What follows belongs to an exercise in optimizing a design on an open flow for small area, a short achievable clock period and few clock cycles; a production flow would make more cautious choices.
The RTL was checked by simulation tests, not by an equivalence proof against the original design.
Power is estimated from default activity; no workload was simulated.

==> flow/design.v <==
`timescale 1ns / 1ps
package cmdp_pkg;
    localparam int JOINT_COUNT_DEF = 6;
    localparam int MAX_JOINTS      = 9;
    localparam int ROW_W = $clog2(MAX_JOINTS + 1);
    localparam int OFF_W = 5;
    localparam logic [OFF_W-1:0] HEAD_LAST_OFF  = 5'd4;
    localparam logic [OFF_W-1:0] JOINT_LAST_OFF = 5'd16;
    localparam logic [OFF_W-1:0] TAIL_LAST_OFF  = 5'd1;
    localparam logic [OFF_W-1:0] OFF_ANGLE      = 5'd3;
    localparam logic [OFF_W-1:0] OFF_START      = 5'd9;
    localparam logic [OFF_W-1:0] OFF_TARGET     = 5'd15;
    localparam logic [7:0] CH_NUL   = 8'h00;
    localparam logic [7:0] CH_TAB   = 8'h09;
    localparam logic [7:0] CH_CR    = 8'h0D;
    localparam logic [7:0] CH_SPACE = 8'h20;
    localparam logic [7:0] CH_PLUS  = 8'h2B;
    localparam logic [7:0] CH_MINUS = 8'h2D;
    localparam logic [7:0] CH_DIG0  = 8'h30;
    localparam logic [7:0] CH_DIG1  = 8'h31;
    localparam logic [7:0] CH_DIG9  = 8'h39;
    localparam logic [7:0] CH_A     = 8'h41;
    localparam logic [7:0] CH_E     = 8'h45;
    localparam logic [7:0] CH_J     = 8'h4A;
    localparam logic [7:0] CH_M     = 8'h4D;
    localparam logic [7:0] CH_O     = 8'h4F;
    localparam logic [7:0] CH_S     = 8'h53;
    localparam logic [7:0] CH_T     = 8'h54;
    localparam logic [7:0] CH_V     = 8'h56;
    localparam logic [31:0] NUM_MAX_POS = 32'h7FFF_FFFF;
    localparam logic [31:0] NUM_MAG_MAX = 32'h8000_0000;
    typedef enum logic [1:0] {
        PH_HEAD,
        PH_JOINT,
        PH_TAIL,
        PH_END
    } phase_t;
    typedef enum logic [1:0] {
        EK_LIT,
        EK_WS,
        EK_NUM
    } elem_kind_t;
    typedef struct packed {
        elem_kind_t kind;
        logic [7:0] lit;
    } elem_t;
    typedef struct packed {
        phase_t           ph;
        logic [OFF_W-1:0] off;
        logic [ROW_W-1:0] jn;
    } pos_t;
    typedef struct packed {
        logic signed [31:0] joint_angle;
        logic [31:0]        start_reload;
        logic [31:0]        target_reload;
    } row_t;
    typedef struct packed {
        logic             en;
        logic             bank;
        logic [ROW_W-1:0] row;
        row_t             data;
    } row_wr_t;
    typedef struct packed {
        logic        valid;
        logic        accepted;
        logic        bank;
        logic [31:0] duration;
    } term_t;
    function automatic logic is_ws(logic [7:0] c);
        is_ws = (c == cmdp_pkg::CH_SPACE) || ((c >= cmdp_pkg::CH_TAB) && (c <= cmdp_pkg::CH_CR));
    endfunction
    function automatic logic is_digit(logic [7:0] c);
        is_digit = (c >= cmdp_pkg::CH_DIG0) && (c <= cmdp_pkg::CH_DIG9);
    endfunction
    function automatic elem_t pat_el(phase_t ph, logic [OFF_W-1:0] off,
                                     logic [ROW_W-1:0] jn);
        elem_t      e;
        logic [7:0] dig;
        dig    = cmdp_pkg::CH_DIG1 + 8'(jn);
        e.kind = cmdp_pkg::EK_WS;
        e.lit  = cmdp_pkg::CH_NUL;
        case (ph)
            cmdp_pkg::PH_HEAD:
            begin
                case (off)
                    5'd0:    begin e.kind = cmdp_pkg::EK_LIT; e.lit = cmdp_pkg::CH_M; end
                    5'd1:    begin e.kind = cmdp_pkg::EK_LIT; e.lit = cmdp_pkg::CH_O; end
                    5'd2:    begin e.kind = cmdp_pkg::EK_LIT; e.lit = cmdp_pkg::CH_V; end
                    5'd3:    begin e.kind = cmdp_pkg::EK_LIT; e.lit = cmdp_pkg::CH_E; end
                    default: e.kind = cmdp_pkg::EK_WS;
                endcase
            end
            cmdp_pkg::PH_JOINT:
            begin
                case (off)
                    5'd0:                 begin e.kind = cmdp_pkg::EK_LIT; e.lit = cmdp_pkg::CH_J; end
                    5'd1, 5'd7, 5'd13:    begin e.kind = cmdp_pkg::EK_LIT; e.lit = dig; end
                    5'd3, 5'd9, 5'd15:    e.kind = cmdp_pkg::EK_NUM;
                    5'd5:                 begin e.kind = cmdp_pkg::EK_LIT; e.lit = cmdp_pkg::CH_S; end
                    5'd6, 5'd12:          begin e.kind = cmdp_pkg::EK_LIT; e.lit = cmdp_pkg::CH_A; end
                    5'd11:                begin e.kind = cmdp_pkg::EK_LIT; e.lit = cmdp_pkg::CH_T; end
                    default:              e.kind = cmdp_pkg::EK_WS;
                endcase
            end
            cmdp_pkg::PH_TAIL:
            begin
                if (off == 5'd0)
                begin
                    e.kind = cmdp_pkg::EK_LIT;
                    e.lit  = cmdp_pkg::CH_T;
                end
                else
                begin
                    e.kind = cmdp_pkg::EK_NUM;
                end
            end
            default:
            begin
                e.kind = cmdp_pkg::EK_WS;
            end
        endcase
        pat_el = e;
    endfunction
    function automatic logic [31:0] add_digit(logic [31:0] acc, logic [7:0] c);
        logic [35:0] t;
        logic [7:0]  d;
        d = c - cmdp_pkg::CH_DIG0;
        t = ({4'b0000, acc} << 3) + ({4'b0000, acc} << 1) + {32'd0, d[3:0]};
        if (t > {4'b0000, cmdp_pkg::NUM_MAG_MAX})
            add_digit = cmdp_pkg::NUM_MAG_MAX;
        else
            add_digit = t[31:0];
    endfunction
endpackage
`timescale 1ns / 1ps
module cmdp_parser
#(
    parameter int JOINT_COUNT = cmdp_pkg::JOINT_COUNT_DEF
)
(
    input  logic        clk,
    input  logic        rst_n,
    input  logic        accept,
    input  logic [7:0]  ch,
    output cmdp_pkg::row_wr_t wr,
    output cmdp_pkg::term_t   term
);
    localparam int NUM_FIELDS = 3 * JOINT_COUNT + 1;
    localparam int FW         = $clog2(NUM_FIELDS + 1);
    cmdp_pkg::pos_t                pos_reg,    pos_next;
    logic [31:0]         acc_reg,    acc_next;
    logic                neg_reg,    neg_next;
    logic                dig_reg,    dig_next;
    logic                sgn_reg,    sgn_next;
    logic [FW-1:0]       fields_reg, fields_next;
    logic                failed_reg, failed_next;
    logic                bank_reg,   bank_next;
    logic signed [31:0]  angle_reg,  angle_next;
    logic [31:0]         start_reg,  start_next;
    logic [31:0]         dur_reg,    dur_next;
    logic                done;
    logic                commit;
    cmdp_pkg::pos_t                commit_pos;
    logic [31:0]         commit_val;
    cmdp_pkg::elem_t               el;
    function automatic cmdp_pkg::pos_t advance(cmdp_pkg::pos_t p);
        cmdp_pkg::pos_t n;
        n     = p;
        n.off = p.off + cmdp_pkg::OFF_W'(1);
        case (p.ph)
            cmdp_pkg::PH_HEAD:
            begin
                if (p.off == cmdp_pkg::HEAD_LAST_OFF)
                begin
                    n.ph  = cmdp_pkg::PH_JOINT;
                    n.off = '0;
                    n.jn  = '0;
                end
            end
            cmdp_pkg::PH_JOINT:
            begin
                if (p.off == cmdp_pkg::JOINT_LAST_OFF)
                begin
                    n.off = '0;
                    if (p.jn == cmdp_pkg::ROW_W'(JOINT_COUNT - 1))
                        n.ph = cmdp_pkg::PH_TAIL;
                    else
                        n.jn = p.jn + cmdp_pkg::ROW_W'(1);
                end
            end
            cmdp_pkg::PH_TAIL:
            begin
                if (p.off == cmdp_pkg::TAIL_LAST_OFF)
                begin
                    n.ph  = cmdp_pkg::PH_END;
                    n.off = '0;
                end
            end
            default:
            begin
                n = p;
            end
        endcase
        advance = n;
    endfunction
    function automatic logic [31:0] number_value(logic [31:0] a, logic n);
        if (n)
            number_value = 32'd0 - a;
        else if (a > cmdp_pkg::NUM_MAX_POS)
            number_value = cmdp_pkg::NUM_MAX_POS;
        else
            number_value = a;
    endfunction
    always_comb
    begin
        pos_next    = pos_reg;
        acc_next    = acc_reg;
        neg_next    = neg_reg;
        dig_next    = dig_reg;
        sgn_next    = sgn_reg;
        fields_next = fields_reg;
        failed_next = failed_reg;
        bank_next   = bank_reg;
        angle_next  = angle_reg;
        start_next  = start_reg;
        dur_next    = dur_reg;
        done        = 1'b0;
        commit      = 1'b0;
        commit_pos  = pos_reg;
        commit_val  = number_value(acc_reg, neg_reg);
        el          = cmdp_pkg::pat_el(pos_reg.ph, pos_reg.off, pos_reg.jn);
        term        = '0;
        if (accept && (ch != cmdp_pkg::CH_NUL))
        begin
            for (int k = 0; k < 3; k++)
            begin
                if (!done)
                begin
                    if (failed_next || (pos_next.ph == cmdp_pkg::PH_END))
                    begin
                        done = 1'b1;
                    end
                    else
                    begin
                        el = cmdp_pkg::pat_el(pos_next.ph, pos_next.off, pos_next.jn);
                        case (el.kind)
                            cmdp_pkg::EK_WS:
                            begin
                                if (cmdp_pkg::is_ws(ch))
                                    done = 1'b1;
                                else
                                    pos_next = advance(pos_next);
                            end
                            cmdp_pkg::EK_NUM:
                            begin
                                if (dig_next)
                                begin
                                    if (cmdp_pkg::is_digit(ch))
                                    begin
                                        acc_next = cmdp_pkg::add_digit(acc_next, ch);
                                        done     = 1'b1;
                                    end
                                    else
                                    begin
                                        commit      = 1'b1;
                                        commit_pos  = pos_next;
                                        commit_val  = number_value(acc_next, neg_next);
                                        acc_next    = '0;
                                        neg_next    = 1'b0;
                                        dig_next    = 1'b0;
                                        sgn_next    = 1'b0;
                                        fields_next = fields_next + FW'(1);
                                        pos_next    = advance(pos_next);
                                    end
                                end
                                else if (sgn_next)
                                begin
                                    if (cmdp_pkg::is_digit(ch))
                                    begin
                                        acc_next = cmdp_pkg::add_digit(acc_next, ch);
                                        dig_next = 1'b1;
                                    end
                                    else
                                    begin
                                        failed_next = 1'b1;
                                    end
                                    done = 1'b1;
                                end
                                else if (cmdp_pkg::is_ws(ch))
                                begin
                                    done = 1'b1;
                                end
                                else if ((ch == cmdp_pkg::CH_PLUS) || (ch == cmdp_pkg::CH_MINUS))
                                begin
                                    sgn_next = 1'b1;
                                    neg_next = (ch == cmdp_pkg::CH_MINUS);
                                    done     = 1'b1;
                                end
                                else if (cmdp_pkg::is_digit(ch))
                                begin
                                    acc_next = cmdp_pkg::add_digit(acc_next, ch);
                                    dig_next = 1'b1;
                                    done     = 1'b1;
                                end
                                else
                                begin
                                    failed_next = 1'b1;
                                    done        = 1'b1;
                                end
                            end
                            default:
                            begin
                                if (ch == el.lit)
                                    pos_next = advance(pos_next);
                                else
                                    failed_next = 1'b1;
                                done = 1'b1;
                            end
                        endcase
                    end
                end
            end
        end
        else if (accept)
        begin
            if (!failed_reg && (pos_reg.ph != cmdp_pkg::PH_END) && (el.kind == cmdp_pkg::EK_NUM) && dig_reg)
            begin
                commit      = 1'b1;
                fields_next = fields_reg + FW'(1);
            end
        end
        if (commit && (commit_pos.ph == cmdp_pkg::PH_JOINT))
        begin
            if (commit_pos.off == cmdp_pkg::OFF_ANGLE)
                angle_next = commit_val;
            if (commit_pos.off == cmdp_pkg::OFF_START)
                start_next = commit_val;
        end
        if (commit && (commit_pos.ph == cmdp_pkg::PH_TAIL))
            dur_next = commit_val;
        wr.en                 = commit && (commit_pos.ph == cmdp_pkg::PH_JOINT) &&
                                (commit_pos.off == cmdp_pkg::OFF_TARGET);
        wr.bank               = bank_reg;
        wr.row                = commit_pos.jn;
        wr.data.joint_angle   = angle_reg;
        wr.data.start_reload  = start_reg;
        wr.data.target_reload = commit_val;
        if (accept && (ch == cmdp_pkg::CH_NUL))
        begin
            term.valid    = 1'b1;
            term.accepted = !failed_reg && (fields_next == FW'(NUM_FIELDS));
            term.bank     = bank_reg;
            term.duration = dur_next;
            pos_next.ph   = cmdp_pkg::PH_HEAD;
            pos_next.off  = '0;
            pos_next.jn   = '0;
            acc_next      = '0;
            neg_next      = 1'b0;
            dig_next      = 1'b0;
            sgn_next      = 1'b0;
            fields_next   = '0;
            failed_next   = 1'b0;
            bank_next     = !bank_reg;
        end
    end
    always_ff @(posedge clk or negedge rst_n)
    begin
        if (!rst_n)
        begin
            pos_reg.ph  <= cmdp_pkg::PH_HEAD;
            pos_reg.off <= '0;
            pos_reg.jn  <= '0;
            acc_reg    <= '0;
            neg_reg    <= 1'b0;
            dig_reg    <= 1'b0;
            sgn_reg    <= 1'b0;
            fields_reg <= '0;
            failed_reg <= 1'b0;
            bank_reg   <= 1'b0;
        end
        else
        begin
            pos_reg    <= pos_next;
            acc_reg    <= acc_next;
            neg_reg    <= neg_next;
            dig_reg    <= dig_next;
            sgn_reg    <= sgn_next;
            fields_reg <= fields_next;
            failed_reg <= failed_next;
            bank_reg   <= bank_next;
        end
    end
    always_ff @(posedge clk)
    begin
        angle_reg <= angle_next;
        start_reg <= start_next;
        dur_reg   <= dur_next;
    end
endmodule
`timescale 1ns / 1ps
module cmdp_store
#(
    parameter int JOINT_COUNT = cmdp_pkg::JOINT_COUNT_DEF
)
(
    input  logic              clk,
    input  logic              rst_n,
    input  cmdp_pkg::row_wr_t wr,
    input  cmdp_pkg::term_t   term,
    output logic              busy,
    output logic              rec_valid,
    input  logic              rec_ready,
    output logic [2:0]        rec_record_index,
    output logic [31:0]       rec_joint_angle,
    output logic [31:0]       rec_start_reload,
    output logic [31:0]       rec_target_reload,
    output logic [31:0]       rec_duration_ms,
    output logic              rec_accepted,
    output logic              rec_last_record
);
    localparam int JW    = (JOINT_COUNT > 1) ? $clog2(JOINT_COUNT) : 1;
    localparam int AW    = JW + 1;
    localparam int DEPTH = 2 ** AW;
    logic [95:0] mem [0:DEPTH-1];
    cmdp_pkg::row_t               rd_data_reg;
    logic               em_active_reg, em_active_next;
    logic [JW-1:0]      em_idx_reg,    em_idx_next;
    logic               em_bank_reg,   em_bank_next;
    logic               em_acc_reg,    em_acc_next;
    logic [31:0]        em_dur_reg,    em_dur_next;
    logic               pend_valid_reg, pend_valid_next;
    logic [JW-1:0]      pend_idx_reg;
    logic               pend_acc_reg;
    logic               pend_last_reg;
    logic [31:0]        pend_dur_reg;
    logic               out_valid_reg, out_valid_next;
    logic [2:0]         out_idx_reg;
    logic signed [31:0] out_angle_reg;
    logic [31:0]        out_start_reg;
    logic [31:0]        out_target_reg;
    logic [31:0]        out_dur_reg;
    logic               out_acc_reg;
    logic               out_last_reg;
    logic               issue;
    logic               issue_last;
    logic [AW-1:0]      waddr;
    logic [AW-1:0]      raddr;
    assign waddr = {wr.bank, wr.row[JW-1:0]};
    assign raddr = {em_bank_reg, em_idx_reg};
    assign busy  = em_active_reg || pend_valid_reg;
    assign issue      = em_active_reg && !pend_valid_reg && (!out_valid_reg || rec_ready);
    assign issue_last = !em_acc_reg || (em_idx_reg == JW'(JOINT_COUNT - 1));
    always_comb
    begin
        em_active_next  = em_active_reg;
        em_idx_next     = em_idx_reg;
        em_bank_next    = em_bank_reg;
        em_acc_next     = em_acc_reg;
        em_dur_next     = em_dur_reg;
        pend_valid_next = issue;
        out_valid_next  = out_valid_reg && !rec_ready;
        if (term.valid)
        begin
            em_active_next = 1'b1;
            em_idx_next    = '0;
            em_bank_next   = term.bank;
            em_acc_next    = term.accepted;
            em_dur_next    = term.duration;
        end
        else if (issue)
        begin
            em_active_next = !issue_last;
            em_idx_next    = em_idx_reg + JW'(1);
        end
        if (pend_valid_reg)
            out_valid_next = 1'b1;
    end
    always_ff @(posedge clk or negedge rst_n)
    begin
        if (!rst_n)
        begin
            em_active_reg  <= 1'b0;
            em_idx_reg     <= '0;
            pend_valid_reg <= 1'b0;
            out_valid_reg  <= 1'b0;
        end
        else
        begin
            em_active_reg  <= em_active_next;
            em_idx_reg     <= em_idx_next;
            pend_valid_reg <= pend_valid_next;
            out_valid_reg  <= out_valid_next;
        end
    end
    always_ff @(posedge clk)
    begin
        em_bank_reg <= em_bank_next;
        em_acc_reg  <= em_acc_next;
        em_dur_reg  <= em_dur_next;
        if (issue)
        begin
            pend_idx_reg  <= em_idx_reg;
            pend_acc_reg  <= em_acc_reg;
            pend_last_reg <= issue_last;
            pend_dur_reg  <= em_dur_reg;
        end
        if (pend_valid_reg)
        begin
            out_idx_reg    <= pend_acc_reg ? 3'(pend_idx_reg) : 3'd0;
            out_angle_reg  <= pend_acc_reg ? rd_data_reg.joint_angle : 32'sd0;
            out_start_reg  <= pend_acc_reg ? rd_data_reg.start_reload : 32'd0;
            out_target_reg <= pend_acc_reg ? rd_data_reg.target_reload : 32'd0;
            out_dur_reg    <= pend_acc_reg ? pend_dur_reg : 32'd0;
            out_acc_reg    <= pend_acc_reg;
            out_last_reg   <= pend_last_reg;
        end
    end
    always_ff @(posedge clk)
    begin
        if (wr.en)
            mem[waddr] <= wr.data;
        if (issue)
            rd_data_reg <= mem[raddr];
    end
    assign rec_valid         = out_valid_reg;
    assign rec_record_index  = out_idx_reg;
    assign rec_joint_angle   = out_angle_reg;
    assign rec_start_reload  = out_start_reg;
    assign rec_target_reload = out_target_reg;
    assign rec_duration_ms   = out_dur_reg;
    assign rec_accepted      = out_acc_reg;
    assign rec_last_record   = out_last_reg;
endmodule
`timescale 1ns / 1ps
module motion_command_text_parser_top
(
    input  logic          clk,
    input  logic          rst_n,
    input  logic          cmd_valid,
    output logic          cmd_ready,
    input  logic [7:0]    cmd_ch,
    output logic          rec_valid,
    input  logic          rec_ready,
    output logic [2:0]    rec_record_index,
    output logic [31:0]   rec_joint_angle,
    output logic [31:0]   rec_start_reload,
    output logic [31:0]   rec_target_reload,
    output logic [31:0]   rec_duration_ms,
    output logic          rec_accepted,
    output logic          rec_last_record
);
    localparam int JOINT_COUNT = cmdp_pkg::JOINT_COUNT_DEF;
    cmdp_pkg::row_wr_t wr;
    cmdp_pkg::term_t   term;
    logic    busy;
    logic    accept;
    assign cmd_ready = !busy || (cmd_ch != cmdp_pkg::CH_NUL);
    assign accept    = cmd_valid && cmd_ready;
    cmdp_parser #(
        .JOINT_COUNT (JOINT_COUNT)
    ) u_parser (
        .clk    (clk),
        .rst_n  (rst_n),
        .accept (accept),
        .ch     (cmd_ch),
        .wr     (wr),
        .term   (term)
    );
    cmdp_store #(
        .JOINT_COUNT (JOINT_COUNT)
    ) u_store (
        .clk   (clk),
        .rst_n (rst_n),
        .wr    (wr),
        .term  (term),
        .busy              (busy),
        .rec_valid         (rec_valid),
        .rec_ready         (rec_ready),
        .rec_record_index  (rec_record_index),
        .rec_joint_angle   (rec_joint_angle),
        .rec_start_reload  (rec_start_reload),
        .rec_target_reload (rec_target_reload),
        .rec_duration_ms   (rec_duration_ms),
        .rec_accepted      (rec_accepted),
        .rec_last_record   (rec_last_record)
    );
endmodule
==> flow/run.sh <==
#!/bin/bash
# synth_recipe.tcl (not shown) runs the flow's synth.tcl, then flattens the netlist and writes it again
# the make line also repeats each setting of config.mk as NAME=value (left out here)
make -C /OpenROAD-flow-scripts/flow DESIGN_CONFIG=/design/flow/config.mk WORK_HOME=/design/flow/orfs CLKGATE_MAP_FILE= SYNTH_SCRIPT=/design/flow/synth_recipe.tcl finish
==> flow/config.mk <==
export PLATFORM = sky130hd
export DESIGN_NAME = motion_command_text_parser_top
export DESIGN_NICKNAME = motion_command_text_parser_top
export VERILOG_FILES = /design/flow/design.v
export SDC_FILE = /design/flow/constraint.sdc
export NUM_CORES = 4
export LEC_CHECK = 0
export CAP_MARGIN = 20
export CORE_MARGIN = 2
export CORE_UTILIZATION = 40
export SLEW_MARGIN = 20
==> flow/constraint.sdc <==
create_clock -name core_clock -period 18.0 [get_ports {clk}]
set_input_delay 3.6000 -clock core_clock [delete_from_list [all_inputs] [get_ports {clk}]]
set_output_delay 3.6000 -clock core_clock [all_outputs]
set_load 0.01 [all_outputs]
==> reports/metrics.csv <==
metric;value;unit
outcome;timing/DRC/antenna clean;
cts_buffers;195;
routed_wl;248000;µm
cp.arrival;18.10;ns
end_kind;register;
drv_cap;0;
synthTopCellsByCount;1900 x edfxtp_1, 480 x mux4_2, 321 x nand2_1, 234 x nor2_1, 226 x ha_1;
synth-seq-cells;1991;
synth.most_common_cell;edfxtp_1;
critPathMaxFanout;13;
p_sw_frac;0.348;
nets;6266;
grt_usage;0.218;
r2r-end;u_parser.acc_reg[24];
stdcell_area;0.105;mm²
setup_tns;0;ns
synth_area_leaders;edfxtp_1 64%, mux4_2 12%, ha_1 3.2%;
synth_edf_count;1900;
die_w;475;µm
grt_pass1_vias;53200;
min_path_type;register to register;
synth_top_area_share;0.644;
multi_input_area;0.0286;mm²
dieHeight;475;µm
yosysSeqAreaShare;0.668;
placement.io_buffers;146;
grt_pass1_wl;361000;µm
yosysTopAreaCell;edfxtp_1;
fin_crit_sh;0.966;
grt_overflow;0;
clkTransAtPathRegs;0.06;ns
num-fill-cells;18700;
drt-pass1-iter-count;6;
netlist_area;0.0886;mm²
avgSynthCellArea;16.3;µm²
largest_reg_flops;1536;
clockRootBuffer;clkbuf_16;
regToRegStartpoint;u_parser.acc_reg[0];
fin_skew;0.0311;ns
dp_hpwl;156000;µm
drt_iter0_drc;6375;
grt_antenna_before_repair;11;
synthCells;5431;
drive_gt1_frac;0.243;
critPathRequiredTime;18.72;ns
cp-start-kind;primary input;
drc;0;
clkSinkCount;1991;
layout_min_cycle_time;17.38;ns
setup_viol;0;
ys_async_sr_fraction;0.0296;
synth.distinct_cells;109;
ant_nets;0;
synth_flop_cell;edfxtp_1;
power.leakage;36.3;nW
p_per_area;133;mW/mm²
synth_nets;5675;
dr_total_vias;53400;
fmax;0.0575;GHz
total_switching_power;4.87;mW
critPathKind;primary input to register;
min_to;u_store.pend_dur_reg[25];
r2r_slack;3.03;ns
postPlaceCellArea;0.0981;mm²
ios;147;
p_int;9.10;mW
vias_per_cell;5.83;
worstMarginPinSlew;1.16;ns
cts_max_path_buffers;3;
clock_power_share;0.287;
seqCellArea;0.0592;mm²
hold_depth;0;
min_from;u_store.em_dur_reg[25];
finalMaxSlewViolations;0;
grt_max_degree;107;
ys_warn_count;2;
clock_latency;0.84;ns
cp_slowest_cell;clkdlybuf4s50_1;
crit_top_cell;buf_4;
gp_congestion;0.916;
max_stage_delay;0.59;ns
die_area;0.225;mm²
cts_tree;done;
std_cell_rows;172;
vdd_ir_drop_max;0.242;mV
hold_viol_final;0;
core-area;0.220;mm²
htreeDepth;4;
pwr-share-seq;0.379;
routedWlPerCell;27.1;µm
area_growth;18.2;%
max_slew_margin;0.224;
start_util;0.403;
combPwrFrac;0.335;
rr_worst_depth;72;
## worst max-delay path by stage
stage | from | end | slack [ns] | cells after the start
after floorplan | cmd_ch[3] | u_parser.acc_reg[26] | 0.003 | 70
after global placement | cmd_ch[3] | u_parser.acc_reg[12] | -1.30 | 69
after detailed placement | cmd_ch[3] | u_parser.acc_reg[11] | -1.55 | 70
after CTS | cmd_ch[2] | u_parser.acc_reg[22] | 0.008 | 73
after global routing | cmd_ch[2] | u_parser.acc_reg[22] | -0.15 | 73
final | cmd_ch[1] | u_parser.acc_reg[24] | 0.62 | 72
## per-layer routing
metal  wire [µm]  GRT usage
met3       17800     0.0340
met5          21          0
met4        6670     0.0608
met1      107000      0.310
met2      117000      0.348
## layout make-up
type,instances,area share
flip-flops and latches,1991,0.565
multi-input cells,3019,0.273
repair buffers,681,0.0622
clock buffers,243,0.0498
well taps,2958,0.0353
clock inverters,119,0.00992
inverters,134,0.00480
diodes,9,0.000215
## cells in the final DEF (no fill, tap or decap), drive strengths merged, types with 37 or more instances in the layout
master,instances
ha,226
nor2,235
and2,182
or3,44
xnor2,72
a21o,37
nand3,84
clkdlybuf4s50,144
a21oi,208
nand2b,39
nor3,73
mux4,480
nand2,321
buf,535
a31oi,47
edfxtp,1900
a22oi,52
clkinv,88
dfrtp,59
clkbuf,244
inv,143
o21ai,199
## worst max-delay path, delay by kind of cell
kind	cells	cell delay, ns
xor gates and xnor gates	2	0.28
and+or+nand+nor	9	1.95
adders and majority gates	8	2.16
buffers and inverters	15	2.67
AOI/OAI and AO/OA	38	7.37
## cells by family (layout without fill, tap and decap cells)
group | after synthesis | count (layout) | synth area share
other | 0 | 9 | 0
buffers and inverters | 421 | 1177 | 0.0183
adders and majority gates | 233 | 233 | 0.0334
xor gates and xnor gates | 105 | 105 | 0.0105
DFF | 1991 | 1991 | 0.668
and+or+nand+nor | 1193 | 1193 | 0.0684
AOI/OAI and AO/OA | 969 | 969 | 0.0748
muxes | 519 | 519 | 0.127
## power groups by stage
stage / Combinational, mW / Sequential [mW] / Clock [mW]
3_3_place_gp: 4.52 / 5.39 / 0
5_1_grt: 5.04 / 5.29 / 4.25
4_1_cts: 4.56 / 5.29 / 4.09
2_1_floorplan: 3.14 / 5.33 / 0
3_5_place_dp: 4.54 / 5.39 / 0
6_report: 4.68 / 5.29 / 4.00
## what timing repair did
item	CTS	global route
buffers inserted	4	11
hold buffers	0	0
setup endpoints to repair	32	32
pin swaps	6	47
resized for setup	19	64
cloned	1	0
## stage by stage
step	total power, mW	utilization	hold slack (ns)	cells	setup slack (ns)
final	14.0	0.476	0.418	9154	0.616
after global routing	14.6	0.476	0.427	9145	-0.146
after floorplan	8.47	-	0.400	5431	0.00250
after CTS	13.9	0.475	0.419	9134	0.00757
after detailed placement	9.92	0.446	0.405	8767	-1.55
after global placement	9.90	0.446	0.402	8766	-1.30
Testbench counts, summed over its fixed seeds: cycles 74,675.

-- what the ideal ports hide --
Ports are ideal in the flow. The routed layout listed here was re-timed in OpenROAD. Step 1 (the two cells are an assumption about what drives the block):
set clk [get_ports {clk}]
set_driving_cell -lib_cell sky130_fd_sc_hd__clkbuf_16 $clk
set_driving_cell -lib_cell sky130_fd_sc_hd__buf_2 [delete_from_list [all_inputs] $clk]
Step 2 times the ports against the registers' clock, not the clock port: input delays grow and output delays shrink by t, the midpoint of the rising clock arrivals with the driver on. a / b / c = no drivers / after step 1 / after step 2; a / b = the first two.
shift t [ns]: 0.913
setup slack, ns: 0.616 / 0.678 / -0.235
worst data-port slew with drivers (ns): 0.05
Met with ideal ports but missed after step 2: setup timing in this run. The setup slack of this run moves by +0.062 ns with the drivers and by -0.851 ns with both steps.
